From an optimization exercise on the open Yosys and OpenROAD flow, aimed at small area, a short achievable clock period and few clock cycles per item; shortcuts taken in it are not production practice.
In this exercise RTL edits were held to simulation tests only and were not proved equivalent to the original.
Power and IR drop assume default switching activity.

### flow/config.mk
export PLATFORM = sky130hd
export DESIGN_NAME = axf_top
export DESIGN_NICKNAME = axf_top
export VERILOG_FILES = /design/flow/design.v
export SDC_FILE = /design/flow/constraint.sdc
export NUM_CORES = 4
export LEC_CHECK = 0
export CAP_MARGIN = 20
export CORE_MARGIN = 2
export CORE_UTILIZATION = 30
export SETUP_SLACK_MARGIN = 5.0
export SLEW_MARGIN = 20
### flow/constraint.sdc
create_clock -name core_clock -period 10.0 [get_ports {clk}]
set_input_delay 2.0000 -clock core_clock [delete_from_list [all_inputs] [get_ports {clk}]]
set_output_delay 2.0000 -clock core_clock [all_outputs]
set_load 0.01 [all_outputs]
### flow/design.v
`default_nettype none
package axf_pkg;
        localparam int COORD_W   = 16;                   
        localparam int DATA_W    = 32;
        localparam int ADDR_W    = 6;
        localparam int CTRL_BITS = 3;
        localparam logic [5:0] ADDR_CONTROL = 6'h00;
        localparam logic [5:0] ADDR_STATUS  = 6'h04;
        localparam logic [5:0] ADDR_A       = 6'h08;
        localparam logic [5:0] ADDR_B       = 6'h0C;
        localparam logic [5:0] ADDR_D       = 6'h10;
        localparam logic [5:0] ADDR_E       = 6'h14;
        localparam logic [5:0] ADDR_TX      = 6'h18;
        localparam logic [5:0] ADDR_TY      = 6'h1C;
        localparam logic [5:0] ADDR_XIN     = 6'h20;
        localparam logic [5:0] ADDR_YIN     = 6'h24;
        localparam logic [5:0] ADDR_XOUT    = 6'h28;
        localparam logic [5:0] ADDR_YOUT    = 6'h2C;
endpackage
`default_nettype wire
`default_nettype none
module axf_regfile (
        input  logic        clk,
        input  logic        rst_n,
        input  logic [5:0]  address_i,
        input  logic [31:0] data_in_i,
        input  logic [1:0]  data_write_n_i,
        output logic [15:0] a_o, b_o, d_o, e_o, tx_o, ty_o, x_o, y_o,
        output logic [7:0]  set_o,           
        output logic [7:0]  wr_sel_o,        
        output logic [15:0] wr_val_o,        
        output logic [2:0]  ctrl_o,
        output logic        start_o
);
        logic        write_en;
        logic [15:0] wr_val;
        logic [7:0]  wr_sel;
        logic [15:0] a_q, b_q, d_q, e_q, tx_q, ty_q, x_q, y_q;
        logic [7:0]  set_q;
        logic [2:0]  ctrl_q;
        assign write_en = (data_write_n_i != 2'b11);
        assign wr_val   = data_in_i[15:0];
        always_comb begin
                wr_sel = '0;
                if (write_en) begin
                        case (address_i)
                                axf_pkg::ADDR_A:   wr_sel[0] = 1'b1;
                                axf_pkg::ADDR_B:   wr_sel[1] = 1'b1;
                                axf_pkg::ADDR_D:   wr_sel[2] = 1'b1;
                                axf_pkg::ADDR_E:   wr_sel[3] = 1'b1;
                                axf_pkg::ADDR_TX:  wr_sel[4] = 1'b1;
                                axf_pkg::ADDR_TY:  wr_sel[5] = 1'b1;
                                axf_pkg::ADDR_XIN: wr_sel[6] = 1'b1;
                                axf_pkg::ADDR_YIN: wr_sel[7] = 1'b1;
                                default: ;
                        endcase
                end
        end
        always_ff @(posedge clk) begin
                if (wr_sel[0]) a_q  <= wr_val;
                if (wr_sel[1]) b_q  <= wr_val;
                if (wr_sel[2]) d_q  <= wr_val;
                if (wr_sel[3]) e_q  <= wr_val;
                if (wr_sel[4]) tx_q <= wr_val;
                if (wr_sel[5]) ty_q <= wr_val;
                if (wr_sel[6]) x_q  <= wr_val;
                if (wr_sel[7]) y_q  <= wr_val;
        end
        always_ff @(posedge clk or negedge rst_n) begin
                if (!rst_n) begin
                        set_q  <= '0;
                        ctrl_q <= '0;
                end else begin
                        set_q <= set_q | wr_sel;
                        if (write_en && address_i == axf_pkg::ADDR_CONTROL)
                                ctrl_q <= data_in_i[2:0];
                end
        end
        assign start_o = write_en && (address_i == axf_pkg::ADDR_CONTROL) && data_in_i[0];
        assign a_o = a_q;  assign b_o = b_q;  assign d_o = d_q;  assign e_o = e_q;
        assign tx_o = tx_q; assign ty_o = ty_q; assign x_o = x_q; assign y_o = y_q;
        assign set_o    = set_q;
        assign wr_sel_o = wr_sel;
        assign wr_val_o = wr_val;
        assign ctrl_o   = ctrl_q;
endmodule
`default_nettype wire
`default_nettype none
module axf_engine (
        input  logic        clk,
        input  logic        rst_n,
        input  logic        start_i,
        input  logic [7:0]  wr_sel_i,        
        input  logic [15:0] wr_val_i,
        input  logic [15:0] a_i, b_i, d_i, e_i, tx_i, ty_i, x_i, y_i,
        input  logic [7:0]  set_i,           
        output logic        busy_o,
        output logic [15:0] res_x_o,
        output logic [15:0] res_y_o
);
        logic        op_sx_q, op_sy_q, op_x_q, op_y_q;
        logic        op_sx_d, op_sy_d, op_x_d, op_y_d;
        logic [15:0] opc_q, opv_q;               
        logic        k_tx_q, k_ty_q;             
        logic        sx_stale_q, sy_stale_q;     
        logic        sx_stale_d, sy_stale_d;
        logic [15:0] sx_q, sy_q;
        logic        busy_q, need_x_q;           
        logic        busy_d, need_x_d;
        logic [15:0] res_x_q, res_y_q;
        logic        wr_by, wr_dx, run;
        logic [7:0]  set_d;
        logic [15:0] c_reg, v_reg, opc_d, opv_d, op_k, mac_p;
        logic        c_new, v_new;
        assign wr_by = wr_sel_i[1] | wr_sel_i[7] | wr_sel_i[4];
        assign wr_dx = wr_sel_i[2] | wr_sel_i[6] | wr_sel_i[5];
        assign sx_stale_d = wr_by || (sx_stale_q && !op_sx_q);
        assign sy_stale_d = wr_dx || (sy_stale_q && !op_sy_q);
        assign busy_d     = busy_q ? !op_y_q : start_i;
        assign need_x_d   = busy_q ? (need_x_q && !op_x_q) : start_i;
        assign set_d      = set_i | wr_sel_i;
        assign run     = busy_d && !sx_stale_d && !sy_stale_d;
        assign op_sx_d = sx_stale_d;
        assign op_sy_d = !sx_stale_d && sy_stale_d;
        assign op_x_d  = run && need_x_d;
        assign op_y_d  = run && !need_x_d;
        assign c_reg = ({16{op_sx_d && set_d[1]}} & b_i) | ({16{op_sy_d && set_d[2]}} & d_i)
                     | ({16{op_x_d  && set_d[0]}} & a_i) | ({16{op_y_d  && set_d[3]}} & e_i);
        assign c_new = (op_sx_d && wr_sel_i[1]) || (op_sy_d && wr_sel_i[2])
                     || (op_x_d && wr_sel_i[0]) || (op_y_d && wr_sel_i[3]);
        assign opc_d = c_new ? wr_val_i : c_reg;
        assign v_reg = ({16{(op_sx_d || op_y_d) && set_d[7]}} & y_i)
                     | ({16{(op_sy_d || op_x_d) && set_d[6]}} & x_i);
        assign v_new = ((op_sx_d || op_y_d) && wr_sel_i[7]) || ((op_sy_d || op_x_d) && wr_sel_i[6]);
        assign opv_d = v_new ? wr_val_i : v_reg;
        always_ff @(posedge clk) begin
                opc_q <= opc_d;
                opv_q <= opv_d;
        end
        always_ff @(posedge clk or negedge rst_n) begin
                if (!rst_n) begin
                        op_sx_q    <= 1'b0;
                        op_sy_q    <= 1'b0;
                        op_x_q     <= 1'b0;
                        op_y_q     <= 1'b0;
                        k_tx_q     <= 1'b0;
                        k_ty_q     <= 1'b0;
                        sx_stale_q <= 1'b1;
                        sy_stale_q <= 1'b1;
                        busy_q     <= 1'b0;
                        need_x_q   <= 1'b0;
                end else begin
                        op_sx_q    <= op_sx_d;
                        op_sy_q    <= op_sy_d;
                        op_x_q     <= op_x_d;
                        op_y_q     <= op_y_d;
                        k_tx_q     <= op_sx_d && set_d[4];
                        k_ty_q     <= op_sy_d && set_d[5];
                        sx_stale_q <= sx_stale_d;
                        sy_stale_q <= sy_stale_d;
                        busy_q     <= busy_d;
                        need_x_q   <= need_x_d;
                end
        end
        assign op_k = ({16{k_tx_q}} & tx_i) | ({16{k_ty_q}} & ty_i)
                    | ({16{op_x_q}} & sx_q) | ({16{op_y_q}} & sy_q);
        axf_mac mac_inst (
                .c      (opc_q),
                .v      (opv_q),
                .k1     (op_k),
                .p      (mac_p)
        );
        always_ff @(posedge clk) begin
                if (op_sx_q) sx_q <= mac_p;
                if (op_sy_q) sy_q <= mac_p;
                if (op_x_q)  res_x_q <= mac_p;
                if (op_y_q)  res_y_q <= mac_p;
        end
        assign busy_o  = busy_q;
        assign res_x_o = res_x_q;
        assign res_y_o = res_y_q;
endmodule
`default_nettype wire
`default_nettype none
module axf_mac (
        input  wire [15:0] c,
        input  wire [15:0] v,
        input  wire [15:0] k1,
        output wire [15:0] p
);
wire t_1 = (c[0] & v[12]) ^ (c[1] & v[11]);
wire t_2 = (c[0] & v[12]) & (c[1] & v[11]);
wire t_3 = (c[0] & v[13]) ^ (c[1] & v[12]) ^ (c[2] & v[11]);
wire t_4 = ((c[0] & v[13]) & (c[1] & v[12])) | ((c[0] & v[13]) & (c[2] & v[11])) | ((c[1] & v[12]) & (c[2] & v[11]));
wire t_5 = (c[3] & v[10]) ^ (c[4] & v[9]);
wire t_6 = (c[3] & v[10]) & (c[4] & v[9]);
wire t_7 = (c[0] & v[14]) ^ (c[1] & v[13]) ^ (c[2] & v[12]);
wire t_8 = ((c[0] & v[14]) & (c[1] & v[13])) | ((c[0] & v[14]) & (c[2] & v[12])) | ((c[1] & v[13]) & (c[2] & v[12]));
wire t_9 = (c[3] & v[11]) ^ (c[4] & v[10]) ^ (c[5] & v[9]);
wire t_10 = ((c[3] & v[11]) & (c[4] & v[10])) | ((c[3] & v[11]) & (c[5] & v[9])) | ((c[4] & v[10]) & (c[5] & v[9]));
wire t_11 = (c[6] & v[8]) ^ (c[7] & v[7]);
wire t_12 = (c[6] & v[8]) & (c[7] & v[7]);
wire t_13 = ~(c[0] & v[15]) ^ (c[1] & v[14]) ^ (c[2] & v[13]);
wire t_14 = (~(c[0] & v[15]) & (c[1] & v[14])) | (~(c[0] & v[15]) & (c[2] & v[13])) | ((c[1] & v[14]) & (c[2] & v[13]));
wire t_15 = (c[3] & v[12]) ^ (c[4] & v[11]) ^ (c[5] & v[10]);
wire t_16 = ((c[3] & v[12]) & (c[4] & v[11])) | ((c[3] & v[12]) & (c[5] & v[10])) | ((c[4] & v[11]) & (c[5] & v[10]));
wire t_17 = (c[6] & v[9]) ^ (c[7] & v[8]) ^ (c[8] & v[7]);
wire t_18 = ((c[6] & v[9]) & (c[7] & v[8])) | ((c[6] & v[9]) & (c[8] & v[7])) | ((c[7] & v[8]) & (c[8] & v[7]));
wire t_19 = (c[9] & v[6]) ^ (c[10] & v[5]);
wire t_20 = (c[9] & v[6]) & (c[10] & v[5]);
wire t_21 = 1'b1 ^ ~(c[1] & v[15]) ^ (c[2] & v[14]);
wire t_22 = (1'b1 & ~(c[1] & v[15])) | (1'b1 & (c[2] & v[14])) | (~(c[1] & v[15]) & (c[2] & v[14]));
wire t_23 = (c[3] & v[13]) ^ (c[4] & v[12]) ^ (c[5] & v[11]);
wire t_24 = ((c[3] & v[13]) & (c[4] & v[12])) | ((c[3] & v[13]) & (c[5] & v[11])) | ((c[4] & v[12]) & (c[5] & v[11]));
wire t_25 = (c[6] & v[10]) ^ (c[7] & v[9]) ^ (c[8] & v[8]);
wire t_26 = ((c[6] & v[10]) & (c[7] & v[9])) | ((c[6] & v[10]) & (c[8] & v[8])) | ((c[7] & v[9]) & (c[8] & v[8]));
wire t_27 = (c[9] & v[7]) ^ (c[10] & v[6]) ^ (c[11] & v[5]);
wire t_28 = ((c[9] & v[7]) & (c[10] & v[6])) | ((c[9] & v[7]) & (c[11] & v[5])) | ((c[10] & v[6]) & (c[11] & v[5]));
wire t_29 = ~(c[2] & v[15]) ^ (c[3] & v[14]) ^ (c[4] & v[13]);
wire t_30 = (~(c[2] & v[15]) & (c[3] & v[14])) | (~(c[2] & v[15]) & (c[4] & v[13])) | ((c[3] & v[14]) & (c[4] & v[13]));
wire t_31 = (c[5] & v[12]) ^ (c[6] & v[11]) ^ (c[7] & v[10]);
wire t_32 = ((c[5] & v[12]) & (c[6] & v[11])) | ((c[5] & v[12]) & (c[7] & v[10])) | ((c[6] & v[11]) & (c[7] & v[10]));
wire t_33 = (c[8] & v[9]) ^ (c[9] & v[8]) ^ (c[10] & v[7]);
wire t_34 = ((c[8] & v[9]) & (c[9] & v[8])) | ((c[8] & v[9]) & (c[10] & v[7])) | ((c[9] & v[8]) & (c[10] & v[7]));
wire t_35 = ~(c[3] & v[15]) ^ (c[4] & v[14]) ^ (c[5] & v[13]);
wire t_36 = (~(c[3] & v[15]) & (c[4] & v[14])) | (~(c[3] & v[15]) & (c[5] & v[13])) | ((c[4] & v[14]) & (c[5] & v[13]));
wire t_37 = (c[6] & v[12]) ^ (c[7] & v[11]) ^ (c[8] & v[10]);
wire t_38 = ((c[6] & v[12]) & (c[7] & v[11])) | ((c[6] & v[12]) & (c[8] & v[10])) | ((c[7] & v[11]) & (c[8] & v[10]));
wire t_39 = ~(c[4] & v[15]) ^ (c[5] & v[14]) ^ (c[6] & v[13]);
wire t_40 = (~(c[4] & v[15]) & (c[5] & v[14])) | (~(c[4] & v[15]) & (c[6] & v[13])) | ((c[5] & v[14]) & (c[6] & v[13]));
wire t_41 = (c[0] & v[8]) ^ (c[1] & v[7]);
wire t_42 = (c[0] & v[8]) & (c[1] & v[7]);
wire t_43 = (c[0] & v[9]) ^ (c[1] & v[8]) ^ (c[2] & v[7]);
wire t_44 = ((c[0] & v[9]) & (c[1] & v[8])) | ((c[0] & v[9]) & (c[2] & v[7])) | ((c[1] & v[8]) & (c[2] & v[7]));
wire t_45 = (c[3] & v[6]) ^ (c[4] & v[5]);
wire t_46 = (c[3] & v[6]) & (c[4] & v[5]);
wire t_47 = (c[0] & v[10]) ^ (c[1] & v[9]) ^ (c[2] & v[8]);
wire t_48 = ((c[0] & v[10]) & (c[1] & v[9])) | ((c[0] & v[10]) & (c[2] & v[8])) | ((c[1] & v[9]) & (c[2] & v[8]));
wire t_49 = (c[3] & v[7]) ^ (c[4] & v[6]) ^ (c[5] & v[5]);
wire t_50 = ((c[3] & v[7]) & (c[4] & v[6])) | ((c[3] & v[7]) & (c[5] & v[5])) | ((c[4] & v[6]) & (c[5] & v[5]));
wire t_51 = (c[6] & v[4]) ^ (c[7] & v[3]);
wire t_52 = (c[6] & v[4]) & (c[7] & v[3]);
wire t_53 = (c[0] & v[11]) ^ (c[1] & v[10]) ^ (c[2] & v[9]);
wire t_54 = ((c[0] & v[11]) & (c[1] & v[10])) | ((c[0] & v[11]) & (c[2] & v[9])) | ((c[1] & v[10]) & (c[2] & v[9]));
wire t_55 = (c[3] & v[8]) ^ (c[4] & v[7]) ^ (c[5] & v[6]);
wire t_56 = ((c[3] & v[8]) & (c[4] & v[7])) | ((c[3] & v[8]) & (c[5] & v[6])) | ((c[4] & v[7]) & (c[5] & v[6]));
wire t_57 = (c[6] & v[5]) ^ (c[7] & v[4]) ^ (c[8] & v[3]);
wire t_58 = ((c[6] & v[5]) & (c[7] & v[4])) | ((c[6] & v[5]) & (c[8] & v[3])) | ((c[7] & v[4]) & (c[8] & v[3]));
wire t_59 = (c[9] & v[2]) ^ (c[10] & v[1]);
wire t_60 = (c[9] & v[2]) & (c[10] & v[1]);
wire t_61 = (c[2] & v[10]) ^ (c[3] & v[9]) ^ (c[4] & v[8]);
wire t_62 = ((c[2] & v[10]) & (c[3] & v[9])) | ((c[2] & v[10]) & (c[4] & v[8])) | ((c[3] & v[9]) & (c[4] & v[8]));
wire t_63 = (c[5] & v[7]) ^ (c[6] & v[6]) ^ (c[7] & v[5]);
wire t_64 = ((c[5] & v[7]) & (c[6] & v[6])) | ((c[5] & v[7]) & (c[7] & v[5])) | ((c[6] & v[6]) & (c[7] & v[5]));
wire t_65 = (c[8] & v[4]) ^ (c[9] & v[3]) ^ (c[10] & v[2]);
wire t_66 = ((c[8] & v[4]) & (c[9] & v[3])) | ((c[8] & v[4]) & (c[10] & v[2])) | ((c[9] & v[3]) & (c[10] & v[2]));
wire t_67 = (c[11] & v[1]) ^ (c[12] & v[0]) ^ k1[4];
wire t_68 = ((c[11] & v[1]) & (c[12] & v[0])) | ((c[11] & v[1]) & k1[4]) | ((c[12] & v[0]) & k1[4]);
wire t_69 = (c[5] & v[8]) ^ (c[6] & v[7]) ^ (c[7] & v[6]);
wire t_70 = ((c[5] & v[8]) & (c[6] & v[7])) | ((c[5] & v[8]) & (c[7] & v[6])) | ((c[6] & v[7]) & (c[7] & v[6]));
wire t_71 = (c[8] & v[5]) ^ (c[9] & v[4]) ^ (c[10] & v[3]);
wire t_72 = ((c[8] & v[5]) & (c[9] & v[4])) | ((c[8] & v[5]) & (c[10] & v[3])) | ((c[9] & v[4]) & (c[10] & v[3]));
wire t_73 = (c[11] & v[2]) ^ (c[12] & v[1]) ^ (c[13] & v[0]);
wire t_74 = ((c[11] & v[2]) & (c[12] & v[1])) | ((c[11] & v[2]) & (c[13] & v[0])) | ((c[12] & v[1]) & (c[13] & v[0]));
wire t_75 = k1[5] ^ t_2 ^ t_5;
wire t_76 = (k1[5] & t_2) | (k1[5] & t_5) | (t_2 & t_5);
wire t_77 = (c[8] & v[6]) ^ (c[9] & v[5]) ^ (c[10] & v[4]);
wire t_78 = ((c[8] & v[6]) & (c[9] & v[5])) | ((c[8] & v[6]) & (c[10] & v[4])) | ((c[9] & v[5]) & (c[10] & v[4]));
wire t_79 = (c[11] & v[3]) ^ (c[12] & v[2]) ^ (c[13] & v[1]);
wire t_80 = ((c[11] & v[3]) & (c[12] & v[2])) | ((c[11] & v[3]) & (c[13] & v[1])) | ((c[12] & v[2]) & (c[13] & v[1]));
wire t_81 = (c[14] & v[0]) ^ k1[6] ^ t_6;
wire t_82 = ((c[14] & v[0]) & k1[6]) | ((c[14] & v[0]) & t_6) | (k1[6] & t_6);
wire t_83 = t_11 ^ t_4 ^ t_7;
wire t_84 = (t_11 & t_4) | (t_11 & t_7) | (t_4 & t_7);
wire t_85 = (c[11] & v[4]) ^ (c[12] & v[3]) ^ (c[13] & v[2]);
wire t_86 = ((c[11] & v[4]) & (c[12] & v[3])) | ((c[11] & v[4]) & (c[13] & v[2])) | ((c[12] & v[3]) & (c[13] & v[2]));
wire t_87 = (c[14] & v[1]) ^ ~(c[15] & v[0]) ^ k1[7];
wire t_88 = ((c[14] & v[1]) & ~(c[15] & v[0])) | ((c[14] & v[1]) & k1[7]) | (~(c[15] & v[0]) & k1[7]);
wire t_89 = t_12 ^ t_19 ^ t_8;
wire t_90 = (t_12 & t_19) | (t_12 & t_8) | (t_19 & t_8);
wire t_91 = t_10 ^ t_13 ^ t_15;
wire t_92 = (t_10 & t_13) | (t_10 & t_15) | (t_13 & t_15);
wire t_93 = (c[12] & v[4]) ^ (c[13] & v[3]) ^ (c[14] & v[2]);
wire t_94 = ((c[12] & v[4]) & (c[13] & v[3])) | ((c[12] & v[4]) & (c[14] & v[2])) | ((c[13] & v[3]) & (c[14] & v[2]));
wire t_95 = ~(c[15] & v[1]) ^ k1[8] ^ t_20;
wire t_96 = (~(c[15] & v[1]) & k1[8]) | (~(c[15] & v[1]) & t_20) | (k1[8] & t_20);
wire t_97 = t_14 ^ t_16 ^ t_18;
wire t_98 = (t_14 & t_16) | (t_14 & t_18) | (t_16 & t_18);
wire t_99 = t_21 ^ t_23 ^ t_25;
wire t_100 = (t_21 & t_23) | (t_21 & t_25) | (t_23 & t_25);
wire t_101 = (c[11] & v[6]) ^ (c[12] & v[5]) ^ (c[13] & v[4]);
wire t_102 = ((c[11] & v[6]) & (c[12] & v[5])) | ((c[11] & v[6]) & (c[13] & v[4])) | ((c[12] & v[5]) & (c[13] & v[4]));
wire t_103 = (c[14] & v[3]) ^ ~(c[15] & v[2]) ^ k1[9];
wire t_104 = ((c[14] & v[3]) & ~(c[15] & v[2])) | ((c[14] & v[3]) & k1[9]) | (~(c[15] & v[2]) & k1[9]);
wire t_105 = t_22 ^ t_24 ^ t_26;
wire t_106 = (t_22 & t_24) | (t_22 & t_26) | (t_24 & t_26);
wire t_107 = t_28 ^ t_29 ^ t_31;
wire t_108 = (t_28 & t_29) | (t_28 & t_31) | (t_29 & t_31);
wire t_109 = (c[9] & v[9]) ^ (c[10] & v[8]) ^ (c[11] & v[7]);
wire t_110 = ((c[9] & v[9]) & (c[10] & v[8])) | ((c[9] & v[9]) & (c[11] & v[7])) | ((c[10] & v[8]) & (c[11] & v[7]));
wire t_111 = (c[12] & v[6]) ^ (c[13] & v[5]) ^ (c[14] & v[4]);
wire t_112 = ((c[12] & v[6]) & (c[13] & v[5])) | ((c[12] & v[6]) & (c[14] & v[4])) | ((c[13] & v[5]) & (c[14] & v[4]));
wire t_113 = ~(c[15] & v[3]) ^ k1[10] ^ t_30;
wire t_114 = (~(c[15] & v[3]) & k1[10]) | (~(c[15] & v[3]) & t_30) | (k1[10] & t_30);
wire t_115 = t_32 ^ t_34 ^ t_35;
wire t_116 = (t_32 & t_34) | (t_32 & t_35) | (t_34 & t_35);
wire t_117 = (c[7] & v[12]) ^ (c[8] & v[11]) ^ (c[9] & v[10]);
wire t_118 = ((c[7] & v[12]) & (c[8] & v[11])) | ((c[7] & v[12]) & (c[9] & v[10])) | ((c[8] & v[11]) & (c[9] & v[10]));
wire t_119 = (c[10] & v[9]) ^ (c[11] & v[8]) ^ (c[12] & v[7]);
wire t_120 = ((c[10] & v[9]) & (c[11] & v[8])) | ((c[10] & v[9]) & (c[12] & v[7])) | ((c[11] & v[8]) & (c[12] & v[7]));
wire t_121 = (c[13] & v[6]) ^ (c[14] & v[5]) ^ ~(c[15] & v[4]);
wire t_122 = ((c[13] & v[6]) & (c[14] & v[5])) | ((c[13] & v[6]) & ~(c[15] & v[4])) | ((c[14] & v[5]) & ~(c[15] & v[4]));
wire t_123 = k1[11] ^ t_36 ^ t_38;
wire t_124 = (k1[11] & t_36) | (k1[11] & t_38) | (t_36 & t_38);
wire t_125 = ~(c[5] & v[15]) ^ (c[6] & v[14]) ^ (c[7] & v[13]);
wire t_126 = (~(c[5] & v[15]) & (c[6] & v[14])) | (~(c[5] & v[15]) & (c[7] & v[13])) | ((c[6] & v[14]) & (c[7] & v[13]));
wire t_127 = (c[8] & v[12]) ^ (c[9] & v[11]) ^ (c[10] & v[10]);
wire t_128 = ((c[8] & v[12]) & (c[9] & v[11])) | ((c[8] & v[12]) & (c[10] & v[10])) | ((c[9] & v[11]) & (c[10] & v[10]));
wire t_129 = (c[11] & v[9]) ^ (c[12] & v[8]) ^ (c[13] & v[7]);
wire t_130 = ((c[11] & v[9]) & (c[12] & v[8])) | ((c[11] & v[9]) & (c[13] & v[7])) | ((c[12] & v[8]) & (c[13] & v[7]));
wire t_131 = (c[14] & v[6]) ^ ~(c[15] & v[5]) ^ k1[12];
wire t_132 = ((c[14] & v[6]) & ~(c[15] & v[5])) | ((c[14] & v[6]) & k1[12]) | (~(c[15] & v[5]) & k1[12]);
wire t_133 = ~(c[6] & v[15]) ^ (c[7] & v[14]) ^ (c[8] & v[13]);
wire t_134 = (~(c[6] & v[15]) & (c[7] & v[14])) | (~(c[6] & v[15]) & (c[8] & v[13])) | ((c[7] & v[14]) & (c[8] & v[13]));
wire t_135 = (c[9] & v[12]) ^ (c[10] & v[11]) ^ (c[11] & v[10]);
wire t_136 = ((c[9] & v[12]) & (c[10] & v[11])) | ((c[9] & v[12]) & (c[11] & v[10])) | ((c[10] & v[11]) & (c[11] & v[10]));
wire t_137 = (c[12] & v[9]) ^ (c[13] & v[8]) ^ (c[14] & v[7]);
wire t_138 = ((c[12] & v[9]) & (c[13] & v[8])) | ((c[12] & v[9]) & (c[14] & v[7])) | ((c[13] & v[8]) & (c[14] & v[7]));
wire t_139 = ~(c[7] & v[15]) ^ (c[8] & v[14]) ^ (c[9] & v[13]);
wire t_140 = (~(c[7] & v[15]) & (c[8] & v[14])) | (~(c[7] & v[15]) & (c[9] & v[13])) | ((c[8] & v[14]) & (c[9] & v[13]));
wire t_141 = (c[10] & v[12]) ^ (c[11] & v[11]) ^ (c[12] & v[10]);
wire t_142 = ((c[10] & v[12]) & (c[11] & v[11])) | ((c[10] & v[12]) & (c[12] & v[10])) | ((c[11] & v[11]) & (c[12] & v[10]));
wire t_143 = ~(c[8] & v[15]) ^ (c[9] & v[14]) ^ (c[10] & v[13]);
wire t_144 = (~(c[8] & v[15]) & (c[9] & v[14])) | (~(c[8] & v[15]) & (c[10] & v[13])) | ((c[9] & v[14]) & (c[10] & v[13]));
wire t_145 = (c[0] & v[6]) ^ (c[1] & v[5]);
wire t_146 = (c[0] & v[6]) & (c[1] & v[5]);
wire t_147 = (c[0] & v[7]) ^ (c[1] & v[6]) ^ (c[2] & v[5]);
wire t_148 = ((c[0] & v[7]) & (c[1] & v[6])) | ((c[0] & v[7]) & (c[2] & v[5])) | ((c[1] & v[6]) & (c[2] & v[5]));
wire t_149 = (c[3] & v[4]) ^ (c[4] & v[3]);
wire t_150 = (c[3] & v[4]) & (c[4] & v[3]);
wire t_151 = (c[2] & v[6]) ^ (c[3] & v[5]) ^ (c[4] & v[4]);
wire t_152 = ((c[2] & v[6]) & (c[3] & v[5])) | ((c[2] & v[6]) & (c[4] & v[4])) | ((c[3] & v[5]) & (c[4] & v[4]));
wire t_153 = (c[5] & v[3]) ^ (c[6] & v[2]) ^ (c[7] & v[1]);
wire t_154 = ((c[5] & v[3]) & (c[6] & v[2])) | ((c[5] & v[3]) & (c[7] & v[1])) | ((c[6] & v[2]) & (c[7] & v[1]));
wire t_155 = (c[8] & v[0]) ^ k1[0];
wire t_156 = (c[8] & v[0]) & k1[0];
wire t_157 = (c[5] & v[4]) ^ (c[6] & v[3]) ^ (c[7] & v[2]);
wire t_158 = ((c[5] & v[4]) & (c[6] & v[3])) | ((c[5] & v[4]) & (c[7] & v[2])) | ((c[6] & v[3]) & (c[7] & v[2]));
wire t_159 = (c[8] & v[1]) ^ (c[9] & v[0]) ^ k1[1];
wire t_160 = ((c[8] & v[1]) & (c[9] & v[0])) | ((c[8] & v[1]) & k1[1]) | ((c[9] & v[0]) & k1[1]);
wire t_161 = t_42 ^ t_45 ^ t_43;
wire t_162 = (t_42 & t_45) | (t_42 & t_43) | (t_45 & t_43);
wire t_163 = (c[8] & v[2]) ^ (c[9] & v[1]) ^ (c[10] & v[0]);
wire t_164 = ((c[8] & v[2]) & (c[9] & v[1])) | ((c[8] & v[2]) & (c[10] & v[0])) | ((c[9] & v[1]) & (c[10] & v[0]));
wire t_165 = k1[2] ^ t_46 ^ t_51;
wire t_166 = (k1[2] & t_46) | (k1[2] & t_51) | (t_46 & t_51);
wire t_167 = t_44 ^ t_47 ^ t_49;
wire t_168 = (t_44 & t_47) | (t_44 & t_49) | (t_47 & t_49);
wire t_169 = (c[11] & v[0]) ^ k1[3] ^ t_52;
wire t_170 = ((c[11] & v[0]) & k1[3]) | ((c[11] & v[0]) & t_52) | (k1[3] & t_52);
wire t_171 = t_59 ^ t_48 ^ t_50;
wire t_172 = (t_59 & t_48) | (t_59 & t_50) | (t_48 & t_50);
wire t_173 = t_53 ^ t_55 ^ t_57;
wire t_174 = (t_53 & t_55) | (t_53 & t_57) | (t_55 & t_57);
wire t_175 = t_60 ^ t_1 ^ t_54;
wire t_176 = (t_60 & t_1) | (t_60 & t_54) | (t_1 & t_54);
wire t_177 = t_56 ^ t_58 ^ t_61;
wire t_178 = (t_56 & t_58) | (t_56 & t_61) | (t_58 & t_61);
wire t_179 = t_63 ^ t_65 ^ t_67;
wire t_180 = (t_63 & t_65) | (t_63 & t_67) | (t_65 & t_67);
wire t_181 = t_62 ^ t_64 ^ t_66;
wire t_182 = (t_62 & t_64) | (t_62 & t_66) | (t_64 & t_66);
wire t_183 = t_3 ^ t_69 ^ t_71;
wire t_184 = (t_3 & t_69) | (t_3 & t_71) | (t_69 & t_71);
wire t_185 = t_73 ^ t_68 ^ t_75;
wire t_186 = (t_73 & t_68) | (t_73 & t_75) | (t_68 & t_75);
wire t_187 = t_70 ^ t_72 ^ t_74;
wire t_188 = (t_70 & t_72) | (t_70 & t_74) | (t_72 & t_74);
wire t_189 = t_9 ^ t_77 ^ t_79;
wire t_190 = (t_9 & t_77) | (t_9 & t_79) | (t_77 & t_79);
wire t_191 = t_81 ^ t_76 ^ t_83;
wire t_192 = (t_81 & t_76) | (t_81 & t_83) | (t_76 & t_83);
wire t_193 = t_78 ^ t_80 ^ t_17;
wire t_194 = (t_78 & t_80) | (t_78 & t_17) | (t_80 & t_17);
wire t_195 = t_85 ^ t_87 ^ t_82;
wire t_196 = (t_85 & t_87) | (t_85 & t_82) | (t_87 & t_82);
wire t_197 = t_89 ^ t_84 ^ t_91;
wire t_198 = (t_89 & t_84) | (t_89 & t_91) | (t_84 & t_91);
wire t_199 = t_86 ^ t_27 ^ t_93;
wire t_200 = (t_86 & t_27) | (t_86 & t_93) | (t_27 & t_93);
wire t_201 = t_88 ^ t_95 ^ t_90;
wire t_202 = (t_88 & t_95) | (t_88 & t_90) | (t_95 & t_90);
wire t_203 = t_97 ^ t_92 ^ t_99;
wire t_204 = (t_97 & t_92) | (t_97 & t_99) | (t_92 & t_99);
wire t_205 = t_94 ^ t_33 ^ t_101;
wire t_206 = (t_94 & t_33) | (t_94 & t_101) | (t_33 & t_101);
wire t_207 = t_103 ^ t_96 ^ t_98;
wire t_208 = (t_103 & t_96) | (t_103 & t_98) | (t_96 & t_98);
wire t_209 = t_105 ^ t_100 ^ t_107;
wire t_210 = (t_105 & t_100) | (t_105 & t_107) | (t_100 & t_107);
wire t_211 = t_102 ^ t_37 ^ t_109;
wire t_212 = (t_102 & t_37) | (t_102 & t_109) | (t_37 & t_109);
wire t_213 = t_111 ^ t_104 ^ t_106;
wire t_214 = (t_111 & t_104) | (t_111 & t_106) | (t_104 & t_106);
wire t_215 = t_113 ^ t_108 ^ t_115;
wire t_216 = (t_113 & t_108) | (t_113 & t_115) | (t_108 & t_115);
wire t_217 = t_110 ^ t_112 ^ t_39;
wire t_218 = (t_110 & t_112) | (t_110 & t_39) | (t_112 & t_39);
wire t_219 = t_117 ^ t_119 ^ t_121;
wire t_220 = (t_117 & t_119) | (t_117 & t_121) | (t_119 & t_121);
wire t_221 = t_114 ^ t_123 ^ t_116;
wire t_222 = (t_114 & t_123) | (t_114 & t_116) | (t_123 & t_116);
wire t_223 = t_40 ^ t_118 ^ t_120;
wire t_224 = (t_40 & t_118) | (t_40 & t_120) | (t_118 & t_120);
wire t_225 = t_122 ^ t_125 ^ t_127;
wire t_226 = (t_122 & t_125) | (t_122 & t_127) | (t_125 & t_127);
wire t_227 = t_129 ^ t_131 ^ t_124;
wire t_228 = (t_129 & t_131) | (t_129 & t_124) | (t_131 & t_124);
wire t_229 = ~(c[15] & v[6]) ^ k1[13] ^ t_126;
wire t_230 = (~(c[15] & v[6]) & k1[13]) | (~(c[15] & v[6]) & t_126) | (k1[13] & t_126);
wire t_231 = t_128 ^ t_130 ^ t_133;
wire t_232 = (t_128 & t_130) | (t_128 & t_133) | (t_130 & t_133);
wire t_233 = t_135 ^ t_137 ^ t_132;
wire t_234 = (t_135 & t_137) | (t_135 & t_132) | (t_137 & t_132);
wire t_235 = (c[13] & v[9]) ^ (c[14] & v[8]) ^ ~(c[15] & v[7]);
wire t_236 = ((c[13] & v[9]) & (c[14] & v[8])) | ((c[13] & v[9]) & ~(c[15] & v[7])) | ((c[14] & v[8]) & ~(c[15] & v[7]));
wire t_237 = k1[14] ^ t_134 ^ t_136;
wire t_238 = (k1[14] & t_134) | (k1[14] & t_136) | (t_134 & t_136);
wire t_239 = t_138 ^ t_139 ^ t_141;
wire t_240 = (t_138 & t_139) | (t_138 & t_141) | (t_139 & t_141);
wire t_241 = (c[11] & v[12]) ^ (c[12] & v[11]) ^ (c[13] & v[10]);
wire t_242 = ((c[11] & v[12]) & (c[12] & v[11])) | ((c[11] & v[12]) & (c[13] & v[10])) | ((c[12] & v[11]) & (c[13] & v[10]));
wire t_243 = (c[14] & v[9]) ^ ~(c[15] & v[8]) ^ k1[15];
wire t_244 = ((c[14] & v[9]) & ~(c[15] & v[8])) | ((c[14] & v[9]) & k1[15]) | (~(c[15] & v[8]) & k1[15]);
wire t_245 = t_140 ^ t_142 ^ t_143;
wire t_246 = (t_140 & t_142) | (t_140 & t_143) | (t_142 & t_143);
wire t_247 = (c[0] & v[4]) ^ (c[1] & v[3]);
wire t_248 = (c[0] & v[4]) & (c[1] & v[3]);
wire t_249 = (c[0] & v[5]) ^ (c[1] & v[4]) ^ (c[2] & v[3]);
wire t_250 = ((c[0] & v[5]) & (c[1] & v[4])) | ((c[0] & v[5]) & (c[2] & v[3])) | ((c[1] & v[4]) & (c[2] & v[3]));
wire t_251 = (c[3] & v[2]) ^ (c[4] & v[1]);
wire t_252 = (c[3] & v[2]) & (c[4] & v[1]);
wire t_253 = (c[2] & v[4]) ^ (c[3] & v[3]) ^ (c[4] & v[2]);
wire t_254 = ((c[2] & v[4]) & (c[3] & v[3])) | ((c[2] & v[4]) & (c[4] & v[2])) | ((c[3] & v[3]) & (c[4] & v[2]));
wire t_255 = (c[5] & v[1]) ^ (c[6] & v[0]) ^ t_145;
wire t_256 = ((c[5] & v[1]) & (c[6] & v[0])) | ((c[5] & v[1]) & t_145) | ((c[6] & v[0]) & t_145);
wire t_257 = (c[5] & v[2]) ^ (c[6] & v[1]) ^ (c[7] & v[0]);
wire t_258 = ((c[5] & v[2]) & (c[6] & v[1])) | ((c[5] & v[2]) & (c[7] & v[0])) | ((c[6] & v[1]) & (c[7] & v[0]));
wire t_259 = t_146 ^ t_149 ^ t_147;
wire t_260 = (t_146 & t_149) | (t_146 & t_147) | (t_149 & t_147);
wire t_261 = t_150 ^ t_41 ^ t_148;
wire t_262 = (t_150 & t_41) | (t_150 & t_148) | (t_41 & t_148);
wire t_263 = t_151 ^ t_153 ^ t_155;
wire t_264 = (t_151 & t_153) | (t_151 & t_155) | (t_153 & t_155);
wire t_265 = t_152 ^ t_154 ^ t_157;
wire t_266 = (t_152 & t_154) | (t_152 & t_157) | (t_154 & t_157);
wire t_267 = t_156 ^ t_159 ^ t_161;
wire t_268 = (t_156 & t_159) | (t_156 & t_161) | (t_159 & t_161);
wire t_269 = t_158 ^ t_163 ^ t_160;
wire t_270 = (t_158 & t_163) | (t_158 & t_160) | (t_163 & t_160);
wire t_271 = t_165 ^ t_162 ^ t_167;
wire t_272 = (t_165 & t_162) | (t_165 & t_167) | (t_162 & t_167);
wire t_273 = t_164 ^ t_169 ^ t_166;
wire t_274 = (t_164 & t_169) | (t_164 & t_166) | (t_169 & t_166);
wire t_275 = t_171 ^ t_168 ^ t_173;
wire t_276 = (t_171 & t_168) | (t_171 & t_173) | (t_168 & t_173);
wire t_277 = t_170 ^ t_172 ^ t_175;
wire t_278 = (t_170 & t_172) | (t_170 & t_175) | (t_172 & t_175);
wire t_279 = t_174 ^ t_177 ^ t_179;
wire t_280 = (t_174 & t_177) | (t_174 & t_179) | (t_177 & t_179);
wire t_281 = t_176 ^ t_181 ^ t_178;
wire t_282 = (t_176 & t_181) | (t_176 & t_178) | (t_181 & t_178);
wire t_283 = t_183 ^ t_180 ^ t_185;
wire t_284 = (t_183 & t_180) | (t_183 & t_185) | (t_180 & t_185);
wire t_285 = t_182 ^ t_187 ^ t_184;
wire t_286 = (t_182 & t_187) | (t_182 & t_184) | (t_187 & t_184);
wire t_287 = t_189 ^ t_186 ^ t_191;
wire t_288 = (t_189 & t_186) | (t_189 & t_191) | (t_186 & t_191);
wire t_289 = t_188 ^ t_190 ^ t_193;
wire t_290 = (t_188 & t_190) | (t_188 & t_193) | (t_190 & t_193);
wire t_291 = t_195 ^ t_192 ^ t_197;
wire t_292 = (t_195 & t_192) | (t_195 & t_197) | (t_192 & t_197);
wire t_293 = t_194 ^ t_199 ^ t_196;
wire t_294 = (t_194 & t_199) | (t_194 & t_196) | (t_199 & t_196);
wire t_295 = t_201 ^ t_198 ^ t_203;
wire t_296 = (t_201 & t_198) | (t_201 & t_203) | (t_198 & t_203);
wire t_297 = t_200 ^ t_205 ^ t_202;
wire t_298 = (t_200 & t_205) | (t_200 & t_202) | (t_205 & t_202);
wire t_299 = t_207 ^ t_204 ^ t_209;
wire t_300 = (t_207 & t_204) | (t_207 & t_209) | (t_204 & t_209);
wire t_301 = t_206 ^ t_211 ^ t_208;
wire t_302 = (t_206 & t_211) | (t_206 & t_208) | (t_211 & t_208);
wire t_303 = t_213 ^ t_210 ^ t_215;
wire t_304 = (t_213 & t_210) | (t_213 & t_215) | (t_210 & t_215);
wire t_305 = t_212 ^ t_217 ^ t_219;
wire t_306 = (t_212 & t_217) | (t_212 & t_219) | (t_217 & t_219);
wire t_307 = t_214 ^ t_216 ^ t_221;
wire t_308 = (t_214 & t_216) | (t_214 & t_221) | (t_216 & t_221);
wire t_309 = t_223 ^ t_218 ^ t_220;
wire t_310 = (t_223 & t_218) | (t_223 & t_220) | (t_218 & t_220);
wire t_311 = t_225 ^ t_227 ^ t_222;
wire t_312 = (t_225 & t_227) | (t_225 & t_222) | (t_227 & t_222);
wire t_313 = t_224 ^ t_229 ^ t_226;
wire t_314 = (t_224 & t_229) | (t_224 & t_226) | (t_229 & t_226);
wire t_315 = t_231 ^ t_233 ^ t_228;
wire t_316 = (t_231 & t_233) | (t_231 & t_228) | (t_233 & t_228);
wire t_317 = t_235 ^ t_230 ^ t_237;
wire t_318 = (t_235 & t_230) | (t_235 & t_237) | (t_230 & t_237);
wire t_319 = t_232 ^ t_239 ^ t_234;
wire t_320 = (t_232 & t_239) | (t_232 & t_234) | (t_239 & t_234);
wire t_321 = t_236 ^ t_241 ^ t_243;
wire t_322 = (t_236 & t_241) | (t_236 & t_243) | (t_241 & t_243);
wire t_323 = t_238 ^ t_240 ^ t_245;
wire t_324 = (t_238 & t_240) | (t_238 & t_245) | (t_240 & t_245);
wire t_325 = (c[0] & v[3]) ^ (c[1] & v[2]);
wire t_326 = (c[0] & v[3]) & (c[1] & v[2]);
wire t_327 = (c[2] & v[2]) ^ (c[3] & v[1]) ^ (c[4] & v[0]);
wire t_328 = ((c[2] & v[2]) & (c[3] & v[1])) | ((c[2] & v[2]) & (c[4] & v[0])) | ((c[3] & v[1]) & (c[4] & v[0]));
wire t_329 = (c[5] & v[0]) ^ t_248 ^ t_251;
wire t_330 = ((c[5] & v[0]) & t_248) | ((c[5] & v[0]) & t_251) | (t_248 & t_251);
wire t_331 = t_252 ^ t_250 ^ t_253;
wire t_332 = (t_252 & t_250) | (t_252 & t_253) | (t_250 & t_253);
wire t_333 = t_254 ^ t_257 ^ t_256;
wire t_334 = (t_254 & t_257) | (t_254 & t_256) | (t_257 & t_256);
wire t_335 = t_258 ^ t_261 ^ t_260;
wire t_336 = (t_258 & t_261) | (t_258 & t_260) | (t_261 & t_260);
wire t_337 = t_262 ^ t_265 ^ t_264;
wire t_338 = (t_262 & t_265) | (t_262 & t_264) | (t_265 & t_264);
wire t_339 = t_266 ^ t_269 ^ t_268;
wire t_340 = (t_266 & t_269) | (t_266 & t_268) | (t_269 & t_268);
wire t_341 = t_270 ^ t_273 ^ t_272;
wire t_342 = (t_270 & t_273) | (t_270 & t_272) | (t_273 & t_272);
wire t_343 = t_274 ^ t_277 ^ t_276;
wire t_344 = (t_274 & t_277) | (t_274 & t_276) | (t_277 & t_276);
wire t_345 = t_278 ^ t_281 ^ t_280;
wire t_346 = (t_278 & t_281) | (t_278 & t_280) | (t_281 & t_280);
wire t_347 = t_282 ^ t_285 ^ t_284;
wire t_348 = (t_282 & t_285) | (t_282 & t_284) | (t_285 & t_284);
wire t_349 = t_286 ^ t_289 ^ t_288;
wire t_350 = (t_286 & t_289) | (t_286 & t_288) | (t_289 & t_288);
wire t_351 = t_290 ^ t_293 ^ t_292;
wire t_352 = (t_290 & t_293) | (t_290 & t_292) | (t_293 & t_292);
wire t_353 = t_294 ^ t_297 ^ t_296;
wire t_354 = (t_294 & t_297) | (t_294 & t_296) | (t_297 & t_296);
wire t_355 = t_298 ^ t_301 ^ t_300;
wire t_356 = (t_298 & t_301) | (t_298 & t_300) | (t_301 & t_300);
wire t_357 = t_305 ^ t_302 ^ t_307;
wire t_358 = (t_305 & t_302) | (t_305 & t_307) | (t_302 & t_307);
wire t_359 = t_306 ^ t_309 ^ t_311;
wire t_360 = (t_306 & t_309) | (t_306 & t_311) | (t_309 & t_311);
wire t_361 = t_310 ^ t_313 ^ t_315;
wire t_362 = (t_310 & t_313) | (t_310 & t_315) | (t_313 & t_315);
wire t_363 = t_314 ^ t_317 ^ t_319;
wire t_364 = (t_314 & t_317) | (t_314 & t_319) | (t_317 & t_319);
wire t_365 = t_321 ^ t_318 ^ t_323;
wire t_366 = (t_321 & t_318) | (t_321 & t_323) | (t_318 & t_323);
wire t_367 = (c[0] & v[2]) ^ (c[1] & v[1]);
wire t_368 = (c[0] & v[2]) & (c[1] & v[1]);
wire t_369 = (c[2] & v[1]) ^ (c[3] & v[0]) ^ t_325;
wire t_370 = ((c[2] & v[1]) & (c[3] & v[0])) | ((c[2] & v[1]) & t_325) | ((c[3] & v[0]) & t_325);
wire t_371 = t_326 ^ t_247 ^ t_327;
wire t_372 = (t_326 & t_247) | (t_326 & t_327) | (t_247 & t_327);
wire t_373 = t_328 ^ t_249 ^ t_329;
wire t_374 = (t_328 & t_249) | (t_328 & t_329) | (t_249 & t_329);
wire t_375 = t_330 ^ t_255 ^ t_331;
wire t_376 = (t_330 & t_255) | (t_330 & t_331) | (t_255 & t_331);
wire t_377 = t_332 ^ t_259 ^ t_333;
wire t_378 = (t_332 & t_259) | (t_332 & t_333) | (t_259 & t_333);
wire t_379 = t_263 ^ t_334 ^ t_335;
wire t_380 = (t_263 & t_334) | (t_263 & t_335) | (t_334 & t_335);
wire t_381 = t_336 ^ t_267 ^ t_337;
wire t_382 = (t_336 & t_267) | (t_336 & t_337) | (t_267 & t_337);
wire t_383 = t_338 ^ t_271 ^ t_339;
wire t_384 = (t_338 & t_271) | (t_338 & t_339) | (t_271 & t_339);
wire t_385 = t_275 ^ t_340 ^ t_341;
wire t_386 = (t_275 & t_340) | (t_275 & t_341) | (t_340 & t_341);
wire t_387 = t_279 ^ t_342 ^ t_343;
wire t_388 = (t_279 & t_342) | (t_279 & t_343) | (t_342 & t_343);
wire t_389 = t_283 ^ t_344 ^ t_345;
wire t_390 = (t_283 & t_344) | (t_283 & t_345) | (t_344 & t_345);
wire t_391 = t_287 ^ t_346 ^ t_347;
wire t_392 = (t_287 & t_346) | (t_287 & t_347) | (t_346 & t_347);
wire t_393 = t_291 ^ t_348 ^ t_349;
wire t_394 = (t_291 & t_348) | (t_291 & t_349) | (t_348 & t_349);
wire t_395 = t_295 ^ t_350 ^ t_351;
wire t_396 = (t_295 & t_350) | (t_295 & t_351) | (t_350 & t_351);
wire t_397 = t_299 ^ t_352 ^ t_353;
wire t_398 = (t_299 & t_352) | (t_299 & t_353) | (t_352 & t_353);
wire t_399 = t_303 ^ t_354 ^ t_355;
wire t_400 = (t_303 & t_354) | (t_303 & t_355) | (t_354 & t_355);
wire t_401 = t_304 ^ t_356 ^ t_357;
wire t_402 = (t_304 & t_356) | (t_304 & t_357) | (t_356 & t_357);
wire t_403 = t_308 ^ t_359 ^ t_358;
wire t_404 = (t_308 & t_359) | (t_308 & t_358) | (t_359 & t_358);
wire t_405 = t_312 ^ t_361 ^ t_360;
wire t_406 = (t_312 & t_361) | (t_312 & t_360) | (t_361 & t_360);
wire t_407 = t_316 ^ t_363 ^ t_362;
wire t_408 = (t_316 & t_363) | (t_316 & t_362) | (t_363 & t_362);
wire t_409 = t_320 ^ t_365 ^ t_364;
wire t_410 = (t_320 & t_365) | (t_320 & t_364) | (t_365 & t_364);
wire [23:0] r0 = {t_409, t_407, t_405, t_403, t_401, t_399, t_397, t_395, t_393, t_391, t_389, t_387, t_385, t_383, t_381, t_379, t_377, t_375, t_373, t_371, t_369, (c[2] & v[0]), (c[0] & v[1]), (c[0] & v[0])};
wire [23:0] r1 = {t_408, t_406, t_404, t_402, t_400, t_398, t_396, t_394, t_392, t_390, t_388, t_386, t_384, t_382, t_380, t_378, t_376, t_374, t_372, t_370, t_368, t_367, (c[1] & v[0]), 1'b0};
wire [23:0] s = r0 + r1;
assign p = s[23:8];
endmodule
`default_nettype wire
`default_nettype none
module axf_readback (
        input  logic        clk,
        input  logic        rst_n,
        input  logic [5:0]  address_i,
        input  logic [2:0]  ctrl_i,
        input  logic        start_i,
        input  logic        busy_i,
        input  logic [15:0] res_x_i,
        input  logic [15:0] res_y_i,
        output logic [31:0] data_out_o
);
        logic done_q;
        logic done;
        logic sel_x, sel_y;
        always_ff @(posedge clk or negedge rst_n) begin
                if (!rst_n)
                        done_q <= 1'b0;
                else if (start_i && !busy_i)
                        done_q <= 1'b0;
                else if (busy_i)
                        done_q <= 1'b1;
        end
        assign done = done_q && !busy_i;
        assign sel_x = (address_i == axf_pkg::ADDR_XOUT) && done;
        assign sel_y = (address_i == axf_pkg::ADDR_YOUT) && done;
        always_comb begin
                data_out_o = '0;
                if (address_i == axf_pkg::ADDR_CONTROL)
                        data_out_o[2:0] = ctrl_i;
                if (address_i == axf_pkg::ADDR_STATUS)
                        data_out_o[1:0] = {busy_i, done};
                data_out_o = data_out_o
                           | ({32{sel_x}} & {{16{res_x_i[15]}}, res_x_i})
                           | ({32{sel_y}} & {{16{res_y_i[15]}}, res_y_i});
        end
endmodule
`default_nettype wire
`default_nettype none
module axf_top (
        input  logic        clk,
        input  logic        rst_n,
        input  logic [5:0]  address_i,
        input  logic [31:0] data_in_i,
        input  logic [1:0]  data_write_n_i,
        output logic [31:0] data_out_o
);
        logic [15:0] a, b, d, e, tx, ty, x, y;
        logic [2:0]  ctrl;
        logic [7:0]  set;
        logic [7:0]  wr_sel;
        logic [15:0] wr_val;
        logic        start;
        logic        busy;
        logic [15:0] res_x, res_y;
        axf_regfile regfile_inst (
                .clk            (clk),
                .rst_n          (rst_n),
                .address_i      (address_i),
                .data_in_i      (data_in_i),
                .data_write_n_i (data_write_n_i),
                .a_o (a), .b_o (b), .d_o (d), .e_o (e),
                .tx_o (tx), .ty_o (ty), .x_o (x), .y_o (y),
                .set_o          (set),
                .ctrl_o         (ctrl),
                .wr_sel_o       (wr_sel),
                .wr_val_o       (wr_val),
                .start_o        (start)
        );
        axf_engine engine_inst (
                .clk            (clk),
                .rst_n          (rst_n),
                .start_i        (start),
                .wr_sel_i       (wr_sel),
                .wr_val_i       (wr_val),
                .a_i (a), .b_i (b), .d_i (d), .e_i (e),
                .tx_i (tx), .ty_i (ty), .x_i (x), .y_i (y),
                .set_i          (set),
                .busy_o         (busy),
                .res_x_o        (res_x),
                .res_y_o        (res_y)
        );
        axf_readback readback_inst (
                .clk            (clk),
                .rst_n          (rst_n),
                .address_i      (address_i),
                .ctrl_i         (ctrl),
                .start_i        (start),
                .busy_i         (busy),
                .res_x_i        (res_x),
                .res_y_i        (res_y),
                .data_out_o     (data_out_o)
        );
endmodule
`default_nettype wire
### flow/run.sh
#!/bin/bash
# synth_recipe.tcl (not shown) runs the flow's synth.tcl, then flattens the netlist and writes it again
# the make line also repeats each setting of config.mk as NAME=value (left out here)
make -C /OpenROAD-flow-scripts/flow DESIGN_CONFIG=/design/flow/config.mk WORK_HOME=/design/flow/orfs CLKGATE_MAP_FILE= SYNTH_SCRIPT=/design/flow/synth_recipe.tcl finish
==> metrics.md <==
| Metric | Value |
|---|---|
| Port bufs | 57 |
| Status | complete, no violations |
| Critical Path Source Type | input port |
| Final hold violations | 0 |
| Worst Setup Path Type | in2out |
| Sink Count | 246 |
| Final Setup Violations | 0 |
| Final core occ | 37.5% |
| Die Span Y | around 230 um |
| Worst slew pin tran | 0.953 ns |
| R2r setup slk | 4.69 ns |
| Data required, critical path | roughly 8 ns |
| Rel. slew slack | a little over a third |
| WL/cell | 19.2 um |
| Max Cap Viol | 0 |
| PD cells | 280 mW/mm2 |
| Clock tree buffer depth | 3 |
| Warnings from Yosys | 3 |
| Worst vdd ir | 398 uV |
| Max Clk Rate | 187 MHz |
| Crit. End Element | output pin |
| Post-placement cell count | 1928 |
| Syn Inst Count | 1259 |
| Share of cells above drive strength 1 | 24.9% |
| First-pass GRT wire length | 62000 um |
| Routed wire length | 39800 um |
| Detail Placement HPWL | 25700 um |
| Area growth syn-to-layout | 23.2% |
| #FFs+latches synth | 246 |
| Post-route ant nets | 0 |
| CTS buffer count | 26 |
| Vias/cell | 4.83 |
| Worst-path fanout max | 5 |
| Final min period | roughly 5.3 ns |
| Clock H-tree levels | 1 |
| Vias after detailed routing | between 10000 and 15000 |
| Core Area | between 0.05 and 0.06 mm2 |
| Share of the synthesized area in the top cell type | 36.8% |
| Setup TNS | 0 ns |
| EDFF count, synth | 192 |
| Top cells by area, synth | edfxtp_1 37%, fa_1 23%, and2_1 5.2% |
| Std-Cell Rows | a little over 80 |
| Ports | 74 |
| DRC errors left | 0 |
| Fin nets | between 1500 and 2000 |
| Final std cells w/o fill | 2071 |
| Unrepaired setup endpoints after global routing | true |
| Tcrit/Tclk final | 53.3% |
| Cell variety after synth | 68 |
| Most used flip-flop cell after synthesis | edfxtp_1 |
| First drt pass iteration count | 5 |
| Worst Skew | 0.0393 ns |
| Clock Pin Slew Worst Setup and Hold Paths | approximately 0.06 ns |
| Most common cell after layout, fill and taps aside | edfxtp_1 |
| Die area | 0.0541 mm2 |
| FF+latch area | 0.00705 mm2 |
| Clock root buffer | clkbuf_16 |
| Die Width | 233 um |
| Syn Nets | 1519 |
| Final Cell Area | 0.0193 mm2 |
| Initial antenna violation count | 1 |
| Synth Area per Inst | 12.5 um2 |
| Starting Density | 30.5% |
| Largest net degree at the start of global routing | 33 |
| Hold-fix buffers, CTS | 0 |
| Hold crit path type | reg2reg |
| Arrival time worst endpoint | between 3 and 4 ns |
| Area of the mapped netlist | around 0.016 mm2 |
| Total congestion overflow | 0 |
| Async set-or-reset flop fraction in the synthesized netlist | 8.94% |
| GRT Resource Usage Total | 15.0% |
| Number of global-route vias before repair | 10640 |
| Leak | 7.60 nW |
| Register area share after synthesis | 44.4% |
| Layout fillers | approximately 5000 |
| Gpl congestion | 0.804 |
| Initial DRC count | 602 |
| Slew Limit Fails | 0 |
| Post-synth top area cell | edfxtp_1 |
| Multi-input logic area | 0.00835 mm2 |
| CTS tree | done |
| Area after DPL | 0.0168 mm2 |
| Most frequent cells in the layout | 192 x edfxtp_1, 169 x fa_1, 160 x inv_1 |
| Antenna cell count | 0 |
| Clk Latency, worst-skew pair | 0.55 ns |
==> cell usage after synthesis, drive strengths merged (3+ instances only) <==
| library cell | count |
|---|---|
| edfxtp | 192 |
| fa | 181 |
| inv | 174 |
| and2 | 132 |
| nand2 | 121 |
| clkbuf | 50 |
| ha | 37 |
| a22o | 36 |
| a22oi | 36 |
| dfxtp | 32 |
| a21oi | 26 |
| nor2 | 26 |
| buf | 24 |
| xnor2 | 24 |
| dfrtp | 20 |
| a221o | 19 |
| mux2 | 18 |
| and3 | 9 |
| a221oi | 8 |
| xor2 | 8 |
| a21o | 7 |
| nor2b | 7 |
| or2 | 7 |
| nand3 | 6 |
| o21ai | 6 |
| a211oi | 5 |
| nand2b | 4 |
| o21a | 4 |
| a31oi | 3 |
| nand4 | 3 |
| nor3 | 3 |
| o211ai | 3 |
==> final timing paths <==
path	start	endpoint	cells past startpoint
hold / removal	regfile_inst.set_q[2]$_DFF_PN0_	regfile_inst.set_q[2]$_DFF_PN0_	1
max in group asynchronous	rst_n	engine_inst.op_x_q$_DFF_PN0_	1
min in group asynchronous	rst_n	regfile_inst.set_q[7]$_DFF_PN0_	1
hold reg to reg	regfile_inst.set_q[2]$_DFF_PN0_	regfile_inst.set_q[2]$_DFF_PN0_	1
setup reg to reg	engine_inst.opc_q[2]$_DFF_P_	engine_inst.res_x_q[15]$_DFFE_PP_	19
setup / recovery	address_i[0]	data_out_o[9]	7
==> per-stage QoR <==
stage / total power [mW] / hold slack (ns) / worst slack, ns
2_1_floorplan: 2.83 / 0.421 / 4.90
3_3_place_gp: 3.42 / 0.432 / 3.61
3_5_place_dp: 3.47 / 0.433 / 3.57
4_1_cts: 5.28 / 0.448 / 4.63
5_1_grt: 5.69 / 0.463 / 4.54
6_report: 5.42 / 0.446 / 4.67
==> per-layer routing <==
layer / vias up / GRT usage (%) / part of all wire [%]
met5: - / 0 / 0.028
met4: 2 / 3.56 / 2.1
met3: 60 / 2.44 / 6.1
met2: 305 / 25.4 / 49
met1: 5231 / 20.0 / 43
li1: 4414 / - / -
==> power breakdown <==
part | internal (mW) | switching, mW
Clock | 0.567 | 0.387
Sequential | 1.52 | 0.173
Combinational | 1.27 | 1.50
==> state kept, by name, summed over array words and instances, names as in the netlist, 16 cells and up <==
name and flops:
engine_inst.opc_q 16, regfile_inst.ty_q 16, regfile_inst.y_q 16, regfile_inst.b_q 16, engine_inst.res_y_q 16, engine_inst.res_x_q 16
regfile_inst.a_q 16, engine_inst.sx_q 16, regfile_inst.x_q 16, regfile_inst.e_q 16, engine_inst.opv_q 16, engine_inst.sy_q 16
regfile_inst.tx_q 16, regfile_inst.d_q 16
==> area by class of cell <==
class / instances / share of cell area (%)
timing repair buffer: 156 / 7.94
multi-input combinational: 767 / 43.2
clock buffer: 37 / 4.00
inverter: 174 / 3.38
clock inverter: 11 / 0.557
tap: 680 / 4.40
sequential: 246 / 36.5
==> critical path, stage by stage <==
cell	delay, ns
buf_8	0.10
or4bb_4	0.55
nor2_4	0.14
buf_12	0.14
buf_8	0.11
a22o_1	0.14
buf_2	0.14
==> cells by family (layout without fill, tap and decap cells) <==
| logic type | count (synthesis) | after routing | synth area share, % |
|---|---|---|---|
| AND/OR/NAND/NOR | 330 | 330 | 11.4 |
| buffers and inverters | 248 | 378 | 6.66 |
| flip-flops | 246 | 246 | 44.4 |
| adder cells (fa/ha/maj) | 218 | 218 | 26.0 |
| AO/OA/AOI/OAI | 167 | 169 | 8.25 |
| XOR/XNOR | 32 | 32 | 1.79 |
| multiplexers | 18 | 18 | 1.53 |
==> timing repair <==
item,4_1_cts,5_1_grt
resized for setup,317,54
setup endpoints to repair,112,79
pin swaps,68,39
endpoints found under the hold margin,0,0
setup buffers,74,18
cloned,3,0
Testbench counts, summed over its fixed seeds: cycles 9,504, transforms 1,152.

## afterwards: timing with drivers on the ports
How much do the figures lean on ideal ports? The routed layout below was timed once more, with nothing changed but the port constraints. Step 1 (the two cells are an assumption about what drives the block):
set clk [get_ports {clk}]
set_driving_cell -lib_cell sky130_fd_sc_hd__clkbuf_16 $clk
set_driving_cell -lib_cell sky130_fd_sc_hd__buf_2 [delete_from_list [all_inputs] $clk]
Step 2 moves the port delays by t, midway between the first and last clock arrival at a register: inputs arrive t later, outputs are due t later. That takes back most of the time a late clock gives input paths. Three values: no drivers, after step 1, after step 2; two values: the first two.
t (ns): 0.575
slack for setup (ns): 4.666 / 4.628 / 4.628
worst setup path after step 2: input to output
latest minus earliest clock arrival (ns): 0.040 / 0.040
After both steps setup and hold are still met in this run. The setup slack of this run moves by -0.038 ns with the drivers and by -0.038 ns with both steps.
